This design comes from an exercise in tuning for a short achievable clock period and few clock cycles per item on the open sky130 flow, not from production work.
The RTL was checked by simulation tests, not by an equivalence proof against the original design.

==> wip/yarrow <==
// cache_wb_buffer
module cache_wb_buffer
#(
    parameter int unsigned NE       = 12,
    parameter int unsigned DRAIN_TH = 3,
    parameter int unsigned PW       = 10      
) (
    input  logic                   clk,
    input  logic                   rst,
    input  logic                   c_read,
    input  logic                   c_write,
    input  logic [cache_pkg::BADDR_WIDTH-1:0] c_addr,
    input  logic [cache_pkg::BLOCK_WIDTH-1:0] c_wdata,
    output logic [cache_pkg::BLOCK_WIDTH-1:0] c_rdata,
    output logic                   c_ready,
    output logic                   mem_read,
    output logic                   mem_write,
    output logic [cache_pkg::BADDR_WIDTH-1:0] mem_addr,
    output logic [cache_pkg::BLOCK_WIDTH-1:0] mem_wdata,
    input  logic [cache_pkg::BLOCK_WIDTH-1:0] mem_rdata,
    input  logic                   mem_ready,
    output logic                   wb_empty
);
clock: 4.0 ns
lec_check: 0
abc_clock_period_in_ps: 1800
cap_margin: 20
core_margin: 2
core_utilization: 70
cts_cluster_diameter: 100
cts_cluster_size: 40
setup_slack_margin: 2.2
slew_margin: 20
standard.sh (not shown) runs the stock make flow with config.mk's settings and CLKGATE_MAP_FILE= SYNTH_SCRIPT=/design/flow/synth_recipe.tcl, a recipe that flattens the netlist after the stock synthesis.
==> flow/flow/run.sh <==
#!/bin/bash
# Layout flow: the standard ORFS layout (standard.sh, all steps), except
# that the resizer may swap a cell for one of another footprint
# (MATCH_CELL_FOOTPRINT=0; the platform sets 1). That lets timing repair
# replace the slow delay-cell port buffers and gates with faster cells.
# Everything else (synthesis, floorplan, power grid, tap cells, placement,
# CTS, routing) is the standard flow unchanged. Each tool's output goes to
# ORFS's own logs under orfs/logs; make's output goes to flow_make.log.
set -euo pipefail
sed 's/CLKGATE_MAP_FILE= /CLKGATE_MAP_FILE= MATCH_CELL_FOOTPRINT=0 /' standard.sh > standard_nofp.sh
grep -q 'MATCH_CELL_FOOTPRINT=0' standard_nofp.sh
bash standard_nofp.sh > flow_make.log 2>&1
test -f out/final.def
==> wip/pepper: changes against wip/yarrow <==
--- a/flow/design.v
+++ b/flow/design.v
@@ -12,14 +12,14 @@
         logic [BLOCK_WIDTH-1:0] data;
     } wb_entry_t;
 endpackage
 module cache_wb_buffer
 #(
     parameter int unsigned NE       = 12,
-    parameter int unsigned DRAIN_TH = 3,
-    parameter int unsigned PW       = 10      
+    parameter int unsigned DRAIN_TH = 2,
+    parameter int unsigned PW       = 8       
 ) (
     input  logic                   clk,
     input  logic                   rst,
     input  logic                   c_read,
     input  logic                   c_write,
     input  logic [cache_pkg::BADDR_WIDTH-1:0] c_addr,
@@ -65,20 +65,22 @@
     logic          iss_q;         
     logic          erd_q;         
     logic          mem_read_q, mem_write_q;
     logic [AW-1:0] mem_addr_q;
     logic [DW-1:0] mem_wdata_q;
     logic [AW-1:0] ra_q;          
+    logic [DW-1:0] snap_q;        
+    logic          stale_q;       
     logic [NE-1:0] didx_q;        
     logic [NE-1:0] dbusy_q;       
-    logic          stale_q;       
     logic          wb_empty_q;
     logic [DW-1:0] w_q;           
     logic          cm_q;          
     logic [NE-1:0] ctgt_q;        
     logic          cnew_q;        
+    logic          cinc_q;        
     wire spec_alloc = !c_ready_q && !wait_q && wr_q && !hit_q;
     wire [NE-1:0] cset = cm_q ? ctgt_q : '0;                  
     wire [NE-1:0] ev_e = ev_q | cset;
     wire [NE-1:0] ed_e = ed_q | cset;
     logic [NE-1:0] hv_d, pv_d, lv;
     always_comb begin
@@ -98,49 +100,49 @@
     wire same = (c_read == rd_q) && (c_write == wr_q) && (c_addr == a_q);
     wire act  = !c_ready_q && !wait_q && same && (rd_q || wr_q) && !rst;
     wire drain_done = mem_write_q && mem_ready;
     wire clean_now  = drain_done && !stale_q;                   
     wire tdirty     = |(hv_q & ed_q);                           
     wire tdrain     = |(hv_q & didx_q);                         
-    wire wbusy      = hit_q && |(hv_q & dbusy_q);
-    wire wr_acc     = act && wr_q && !wbusy && ((hit_q && tdirty) || !dth_q[3] || clean_now);
+    wire wr_acc     = act && wr_q && ((hit_q && tdirty) || !dth_q[3] || clean_now);
     wire [NE-1:0] wtgt = hit_q ? hv_q : vic_q;
     wire rd_hit     = act && rd_q && hit_q;
     wire rd_miss    = act && rd_q && !hit_q;
     wire rd_now     = rd_miss && erd_q && mem_ready;            
     wire rd_done    = wait_q && iss_q && mem_ready;             
     wire port_free = !(mem_read_q || mem_write_q) || mem_ready;
     wire rsel      = c_read && (c_ready_q || wait_q || !(rd_q && hit_q));
-    wire rd_issue  = port_free && rsel && !rst &&
-                     ((!wait_q && !erd_q && pmiss) ||
-                      (wait_q && !iss_q) ||
-                      (!c_ready_q && !wait_q && rd_q && !hit_q && !erd_q));
-    wire pick_ok  = pv_q && !dg_q && !(cm_q && |(ctgt_q & pick_q)) &&
-                    !(!c_ready_q && wr_q && hit_q && |(hv_q & pick_q));
+    wire rd_late   = port_free && rsel && !rst &&
+                     ((wait_q && !iss_q) || (!c_ready_q && !wait_q && rd_q && !hit_q && !erd_q));
+    wire rd_issue  = rd_late || (port_free && rsel && !rst && !wait_q && !erd_q && pmiss);
+    wire pick_ok  = pv_q && !dg_q;
     wire drain_go = port_free && pick_ok && !rsel && !rst &&
                     (c_ready_q || !(c_read || c_write) || dth_q[DRAIN_TH-1]);
-    wire [NE-1:0] dsel = port_free ? pick_q : didx_q;
-    logic [AW-1:0] dr_addr;
-    logic [DW-1:0] dr_data;
-    always_comb begin
-        dr_addr = '0;
-        dr_data = '0;
+    logic [AW-1:0] pk_addr, dx_addr;
+    logic [DW-1:0] pk_data, dx_data;
+    always_comb begin
+        pk_addr = '0;
+        pk_data = '0;
+        dx_addr = '0;
+        dx_data = '0;
         for (int i = 0; i < NE; i++) begin
-            dr_addr = dr_addr | (ea_q[i]   & {AW{dsel[i]}});
-            dr_data = dr_data | (edat_q[i] & {DW{dsel[i]}});
+            pk_addr = pk_addr | (ea_q[i]   & {AW{pick_q[i]}});
+            pk_data = pk_data | (edat_q[i] & {DW{pick_q[i]}});
+            dx_addr = dx_addr | (ea_q[i]   & {AW{didx_q[i]}});
+            dx_data = dx_data | (edat_q[i] & {DW{didx_q[i]}});
         end
     end
     logic [NE-1:0] cand, pick_d, vic_d, clean;
     always_comb begin
         cand   = ed_q & ~dbusy_q;
         pick_d = first2(cand & ~eh_q, cand);
         clean  = ~ed_e;
         vic_d  = first2(clean & (~eh_q | ~ev_e), clean);
     end
     wire mem_write_n = drain_go || (mem_write_q && !mem_ready);
-    wire d_inc = cm_q && !(|(ctgt_q & ed_q));
+    wire d_inc = cm_q && cinc_q;
     wire d_dec = clean_now && !(cm_q && |(ctgt_q & didx_q));
     logic [3:0] dth_n;
     always_comb begin
         dth_n = dth_q;
         if (d_inc && !d_dec) dth_n = {dth_q[2:0], 1'b1};
         if (d_dec && !d_inc) dth_n = {1'b0, dth_q[3:1]};
@@ -152,21 +154,22 @@
         wr_q    <= c_write && !rst;
         hv_q    <= hv_d;
         hit_q   <= |hv_d;
         vic_q   <= vic_d;
         pick_q  <= pick_d;
         if (port_free && rsel) ra_q <= c_addr;
-        mem_addr_q  <= (port_free ? rsel : mem_read_q) ? (port_free ? c_addr : ra_q) : dr_addr;
-        mem_wdata_q <= dr_data;
+        mem_addr_q  <= port_free ? (rsel ? c_addr : pk_addr) : (mem_read_q ? ra_q : dx_addr);
+        if (port_free) snap_q <= pk_data;
+        mem_wdata_q <= port_free ? pk_data : (stale_q ? snap_q : dx_data);
         c_rdata_q <= (mem_read_q && (wait_q || !hit_q)) ? mem_rdata : hit_data;
         if (drain_go) didx_q <= pick_q;
         dbusy_q <= rst ? '0 : drain_go ? pick_q : (mem_write_n ? didx_q : '0);
         w_q    <= c_wdata;
         ctgt_q <= wtgt;
         for (int i = 0; i < NE; i++) begin
-            if (spec_alloc && vic_q[i]) ea_q[i] <= a_q;
+            if (spec_alloc && vic_q[i]) ea_q[i] <= c_addr;
             if (cm_q && ctgt_q[i])      edat_q[i] <= w_q;
         end
         if (rst) begin
             ev_q        <= '0;
             cm_q        <= 1'b0;
             ed_q        <= '0;
@@ -183,27 +186,27 @@
             stale_q     <= 1'b0;
             wb_empty_q  <= 1'b1;
         end else begin
             ev_q        <= ev_e & ~(spec_alloc ? vic_q : '0);
             cm_q        <= wr_acc;
             cnew_q      <= !hit_q;
+            cinc_q      <= !(hit_q && tdirty) || (hit_q && tdrain && clean_now);
             ed_q        <= (ed_q & ~(clean_now ? didx_q : '0)) | cset;
             dth_q       <= dth_n;
             pv_q        <= |cand;
             dg_q        <= drain_go;
             eh_q        <= (eh_q | ((!c_ready_q && !wait_q && (rd_q || wr_q)) ? hv_q : '0)) &
                            ~((cm_q && cnew_q) ? ctgt_q : '0);
             c_ready_q   <= rd_hit || rd_now || wr_acc || rd_done;
             wait_q      <= (rd_miss && !rd_now) || (wait_q && !rd_done);
-            iss_q       <= ((rd_miss && !rd_now) || (wait_q && !rd_done)) &&
-                           ((rd_miss && erd_q) || (wait_q && iss_q) || rd_issue);
+            iss_q       <= (rd_miss && (erd_q || rd_late)) || (wait_q && (iss_q || rd_late));
             erd_q       <= rd_issue;
             mem_read_q  <= rd_issue || (mem_read_q && !mem_ready);
             mem_write_q <= mem_write_n;
             stale_q     <= drain_go ? (cm_q && |(ctgt_q & pick_q))
-                                    : (stale_q || (cm_q && |(ctgt_q & didx_q)));
+                                    : (stale_q || (cm_q && |(ctgt_q & dbusy_q)));
             wb_empty_q  <= !any_dirty_n && !mem_write_n;
         end
     end
     assign c_ready   = c_ready_q;
     assign c_rdata   = c_rdata_q;
     assign mem_read  = mem_read_q;
==> flow/run.sh (new file) <==
#!/bin/bash
# synth_recipe.tcl (not shown) runs the flow's synth.tcl, then flattens the netlist and writes it again
# the make line also repeats each setting of config.mk as NAME=value (left out here)
make -C /OpenROAD-flow-scripts/flow DESIGN_CONFIG=/design/flow/config.mk WORK_HOME=/design/flow/orfs CLKGATE_MAP_FILE= SYNTH_SCRIPT=/design/flow/synth_recipe.tcl finish
- CORE_UTILIZATION: 70 -> 45
- CTS_CLUSTER_DIAMETER: 100 -> default
- CTS_CLUSTER_SIZE: 40 -> default
removed: flow/flow/run.sh
removed: flow/standard.sh
==> wip/violet: changes against wip/yarrow <==
--- a/flow/design.v
+++ b/flow/design.v
@@ -12,14 +12,14 @@
         logic [BLOCK_WIDTH-1:0] data;
     } wb_entry_t;
 endpackage
 module cache_wb_buffer
 #(
     parameter int unsigned NE       = 12,
-    parameter int unsigned DRAIN_TH = 3,
-    parameter int unsigned PW       = 10      
+    parameter int unsigned DRAIN_TH = 2,
+    parameter int unsigned PW       = 8       
 ) (
     input  logic                   clk,
     input  logic                   rst,
     input  logic                   c_read,
     input  logic                   c_write,
     input  logic [cache_pkg::BADDR_WIDTH-1:0] c_addr,
@@ -65,20 +65,22 @@
     logic          iss_q;         
     logic          erd_q;         
     logic          mem_read_q, mem_write_q;
     logic [AW-1:0] mem_addr_q;
     logic [DW-1:0] mem_wdata_q;
     logic [AW-1:0] ra_q;          
+    logic [DW-1:0] snap_q;        
+    logic          stale_q;       
     logic [NE-1:0] didx_q;        
     logic [NE-1:0] dbusy_q;       
-    logic          stale_q;       
     logic          wb_empty_q;
     logic [DW-1:0] w_q;           
     logic          cm_q;          
     logic [NE-1:0] ctgt_q;        
     logic          cnew_q;        
+    logic          cinc_q;        
     wire spec_alloc = !c_ready_q && !wait_q && wr_q && !hit_q;
     wire [NE-1:0] cset = cm_q ? ctgt_q : '0;                  
     wire [NE-1:0] ev_e = ev_q | cset;
     wire [NE-1:0] ed_e = ed_q | cset;
     logic [NE-1:0] hv_d, pv_d, lv;
     always_comb begin
@@ -98,49 +100,49 @@
     wire same = (c_read == rd_q) && (c_write == wr_q) && (c_addr == a_q);
     wire act  = !c_ready_q && !wait_q && same && (rd_q || wr_q) && !rst;
     wire drain_done = mem_write_q && mem_ready;
     wire clean_now  = drain_done && !stale_q;                   
     wire tdirty     = |(hv_q & ed_q);                           
     wire tdrain     = |(hv_q & didx_q);                         
-    wire wbusy      = hit_q && |(hv_q & dbusy_q);
-    wire wr_acc     = act && wr_q && !wbusy && ((hit_q && tdirty) || !dth_q[3] || clean_now);
+    wire wr_acc     = act && wr_q && ((hit_q && tdirty) || !dth_q[3] || clean_now);
     wire [NE-1:0] wtgt = hit_q ? hv_q : vic_q;
     wire rd_hit     = act && rd_q && hit_q;
     wire rd_miss    = act && rd_q && !hit_q;
     wire rd_now     = rd_miss && erd_q && mem_ready;            
     wire rd_done    = wait_q && iss_q && mem_ready;             
     wire port_free = !(mem_read_q || mem_write_q) || mem_ready;
     wire rsel      = c_read && (c_ready_q || wait_q || !(rd_q && hit_q));
-    wire rd_issue  = port_free && rsel && !rst &&
-                     ((!wait_q && !erd_q && pmiss) ||
-                      (wait_q && !iss_q) ||
-                      (!c_ready_q && !wait_q && rd_q && !hit_q && !erd_q));
-    wire pick_ok  = pv_q && !dg_q && !(cm_q && |(ctgt_q & pick_q)) &&
-                    !(!c_ready_q && wr_q && hit_q && |(hv_q & pick_q));
+    wire rd_late   = port_free && rsel && !rst &&
+                     ((wait_q && !iss_q) || (!c_ready_q && !wait_q && rd_q && !hit_q && !erd_q));
+    wire rd_issue  = rd_late || (port_free && rsel && !rst && !wait_q && !erd_q && pmiss);
+    wire pick_ok  = pv_q && !dg_q;
     wire drain_go = port_free && pick_ok && !rsel && !rst &&
                     (c_ready_q || !(c_read || c_write) || dth_q[DRAIN_TH-1]);
-    wire [NE-1:0] dsel = port_free ? pick_q : didx_q;
-    logic [AW-1:0] dr_addr;
-    logic [DW-1:0] dr_data;
-    always_comb begin
-        dr_addr = '0;
-        dr_data = '0;
+    logic [AW-1:0] pk_addr, dx_addr;
+    logic [DW-1:0] pk_data, dx_data;
+    always_comb begin
+        pk_addr = '0;
+        pk_data = '0;
+        dx_addr = '0;
+        dx_data = '0;
         for (int i = 0; i < NE; i++) begin
-            dr_addr = dr_addr | (ea_q[i]   & {AW{dsel[i]}});
-            dr_data = dr_data | (edat_q[i] & {DW{dsel[i]}});
+            pk_addr = pk_addr | (ea_q[i]   & {AW{pick_q[i]}});
+            pk_data = pk_data | (edat_q[i] & {DW{pick_q[i]}});
+            dx_addr = dx_addr | (ea_q[i]   & {AW{didx_q[i]}});
+            dx_data = dx_data | (edat_q[i] & {DW{didx_q[i]}});
         end
     end
     logic [NE-1:0] cand, pick_d, vic_d, clean;
     always_comb begin
         cand   = ed_q & ~dbusy_q;
         pick_d = first2(cand & ~eh_q, cand);
         clean  = ~ed_e;
         vic_d  = first2(clean & (~eh_q | ~ev_e), clean);
     end
     wire mem_write_n = drain_go || (mem_write_q && !mem_ready);
-    wire d_inc = cm_q && !(|(ctgt_q & ed_q));
+    wire d_inc = cm_q && cinc_q;
     wire d_dec = clean_now && !(cm_q && |(ctgt_q & didx_q));
     logic [3:0] dth_n;
     always_comb begin
         dth_n = dth_q;
         if (d_inc && !d_dec) dth_n = {dth_q[2:0], 1'b1};
         if (d_dec && !d_inc) dth_n = {1'b0, dth_q[3:1]};
@@ -152,21 +154,22 @@
         wr_q    <= c_write && !rst;
         hv_q    <= hv_d;
         hit_q   <= |hv_d;
         vic_q   <= vic_d;
         pick_q  <= pick_d;
         if (port_free && rsel) ra_q <= c_addr;
-        mem_addr_q  <= (port_free ? rsel : mem_read_q) ? (port_free ? c_addr : ra_q) : dr_addr;
-        mem_wdata_q <= dr_data;
+        mem_addr_q  <= port_free ? (rsel ? c_addr : pk_addr) : (mem_read_q ? ra_q : dx_addr);
+        if (port_free) snap_q <= pk_data;
+        mem_wdata_q <= port_free ? pk_data : (stale_q ? snap_q : dx_data);
         c_rdata_q <= (mem_read_q && (wait_q || !hit_q)) ? mem_rdata : hit_data;
         if (drain_go) didx_q <= pick_q;
         dbusy_q <= rst ? '0 : drain_go ? pick_q : (mem_write_n ? didx_q : '0);
         w_q    <= c_wdata;
         ctgt_q <= wtgt;
         for (int i = 0; i < NE; i++) begin
-            if (spec_alloc && vic_q[i]) ea_q[i] <= a_q;
+            if (spec_alloc && vic_q[i]) ea_q[i] <= c_addr;
             if (cm_q && ctgt_q[i])      edat_q[i] <= w_q;
         end
         if (rst) begin
             ev_q        <= '0;
             cm_q        <= 1'b0;
             ed_q        <= '0;
@@ -183,27 +186,27 @@
             stale_q     <= 1'b0;
             wb_empty_q  <= 1'b1;
         end else begin
             ev_q        <= ev_e & ~(spec_alloc ? vic_q : '0);
             cm_q        <= wr_acc;
             cnew_q      <= !hit_q;
+            cinc_q      <= !(hit_q && tdirty) || (hit_q && tdrain && clean_now);
             ed_q        <= (ed_q & ~(clean_now ? didx_q : '0)) | cset;
             dth_q       <= dth_n;
             pv_q        <= |cand;
             dg_q        <= drain_go;
             eh_q        <= (eh_q | ((!c_ready_q && !wait_q && (rd_q || wr_q)) ? hv_q : '0)) &
                            ~((cm_q && cnew_q) ? ctgt_q : '0);
             c_ready_q   <= rd_hit || rd_now || wr_acc || rd_done;
             wait_q      <= (rd_miss && !rd_now) || (wait_q && !rd_done);
-            iss_q       <= ((rd_miss && !rd_now) || (wait_q && !rd_done)) &&
-                           ((rd_miss && erd_q) || (wait_q && iss_q) || rd_issue);
+            iss_q       <= (rd_miss && (erd_q || rd_late)) || (wait_q && (iss_q || rd_late));
             erd_q       <= rd_issue;
             mem_read_q  <= rd_issue || (mem_read_q && !mem_ready);
             mem_write_q <= mem_write_n;
             stale_q     <= drain_go ? (cm_q && |(ctgt_q & pick_q))
-                                    : (stale_q || (cm_q && |(ctgt_q & didx_q)));
+                                    : (stale_q || (cm_q && |(ctgt_q & dbusy_q)));
             wb_empty_q  <= !any_dirty_n && !mem_write_n;
         end
     end
     assign c_ready   = c_ready_q;
     assign c_rdata   = c_rdata_q;
     assign mem_read  = mem_read_q;
- CORE_UTILIZATION: 70 -> 50
- CTS_CLUSTER_DIAMETER: 100 -> default
- CTS_CLUSTER_SIZE: 40 -> default
==> metrics.md <==
| Metric | Value |
|---|---|
| # rows | 173 |
| Sequential fraction of the synthesis area | between 60% and 70% |
| Synth Area in Adders | 0.0225% |
| Status | finished clean |
| CTS buffer count | 298 |
| Post-synthesis compound-gate area fraction | 23.6% |
| EDFF count, synth | 2042 |
| Grt met3 use | between 20 and 25% |
| #FFs+latches synth | about 2600 |
| Initial Util | 50.2% |
| Mapped Nets | 8249 |
| Detailed Place HPWL | 262000 µm |
| Largest cells by area after synthesis | edfxtp_1, a221oi_1, a22o_1 |
| Max Root-Sink Buffers | 4 |
| Mux cell area share after synthesis | approximately 1.7% |
| Routability congestion estimate | 0.976 |
| Die X | 476 µm |
-- figures above: wip/violet

==> metrics.md <==
| Metric | Value |
|---|---|
| Routability congestion estimate | 0.951 |
| #FFs+latches synth | 2596 |
| Grt met3 use | 26.3% |
| Synth Area in Adders | 0.0225% |
| CTS buffer count | 297 |
| Largest cells by area after synthesis | edfxtp_1, a221oi_1, a22o_1 |
| Mapped Nets | between 8000 and 9000 |
| Detailed Place HPWL | 266000 µm |
| Status | finished clean |
| Post-synthesis compound-gate area fraction | 23.6% |
| EDFF count, synth | between 2000 and 2500 |
-- figures above: wip/pepper

==> metrics.md <==
| Metric | Value |
|---|---|
| Status | stopped before the end |
| Exit stage | global routing |
| Stop Error | [ERROR GRT-0232] Routing congestion too high. Check the congestion heatmap in the GUI. |
| Mux cell area share after synthesis | 0.316% |
| Synth Area in Adders | 0.0264% |
| CTS buffer count | 72 |
| Die X | 372 µm |
| Grt met3 use | 69.0% |
| #FFs+latches synth | around 2500 |
| Post-synthesis compound-gate area fraction | 18.0% |
| # rows | 135 |
| EDFF count, synth | 1913 |
| Largest cells by area after synthesis | edfxtp_1, dfxtp_1, a221oi_1 |
-- figures above: wip/yarrow

Testbench counts of wip/yarrow, summed over its fixed seeds: cycles 22,653, requests 8,000.
Testbench counts of wip/pepper, summed over its fixed seeds: cycles 22,391, requests 8,000.
Testbench counts of wip/violet, summed over its fixed seeds: cycles 22,391, requests 8,000.

[re-timing with driven ports]
Ports are ideal in the flow. The routed layouts listed here were re-timed in OpenROAD.
Step 1 sets driving cells, clkbuf_16 on the clock port and buf_2 on the other inputs (assumed; they add their load-dependent delay and slew).
Step 2 also shifts input and output timing later by t, the mid clock arrival at the registers, as if the neighbouring blocks saw the same clock.
a / b / c = no drivers / after step 1 / after step 2; a / b = the first two.
run | t, ns | setup WS [ns] | pins driven straight from the clock port
wip/pepper | 1.097 | 1.602 / 1.499 / 0.844 | 1
wip/violet | 1.058 | 1.604 / 1.522 / 0.850 | 1
After both steps setup and hold are still met in every run listed. For wip/pepper, which loses most, drivers alone change the setup slack by -0.103 ns; drivers and shift together by -0.758 ns.
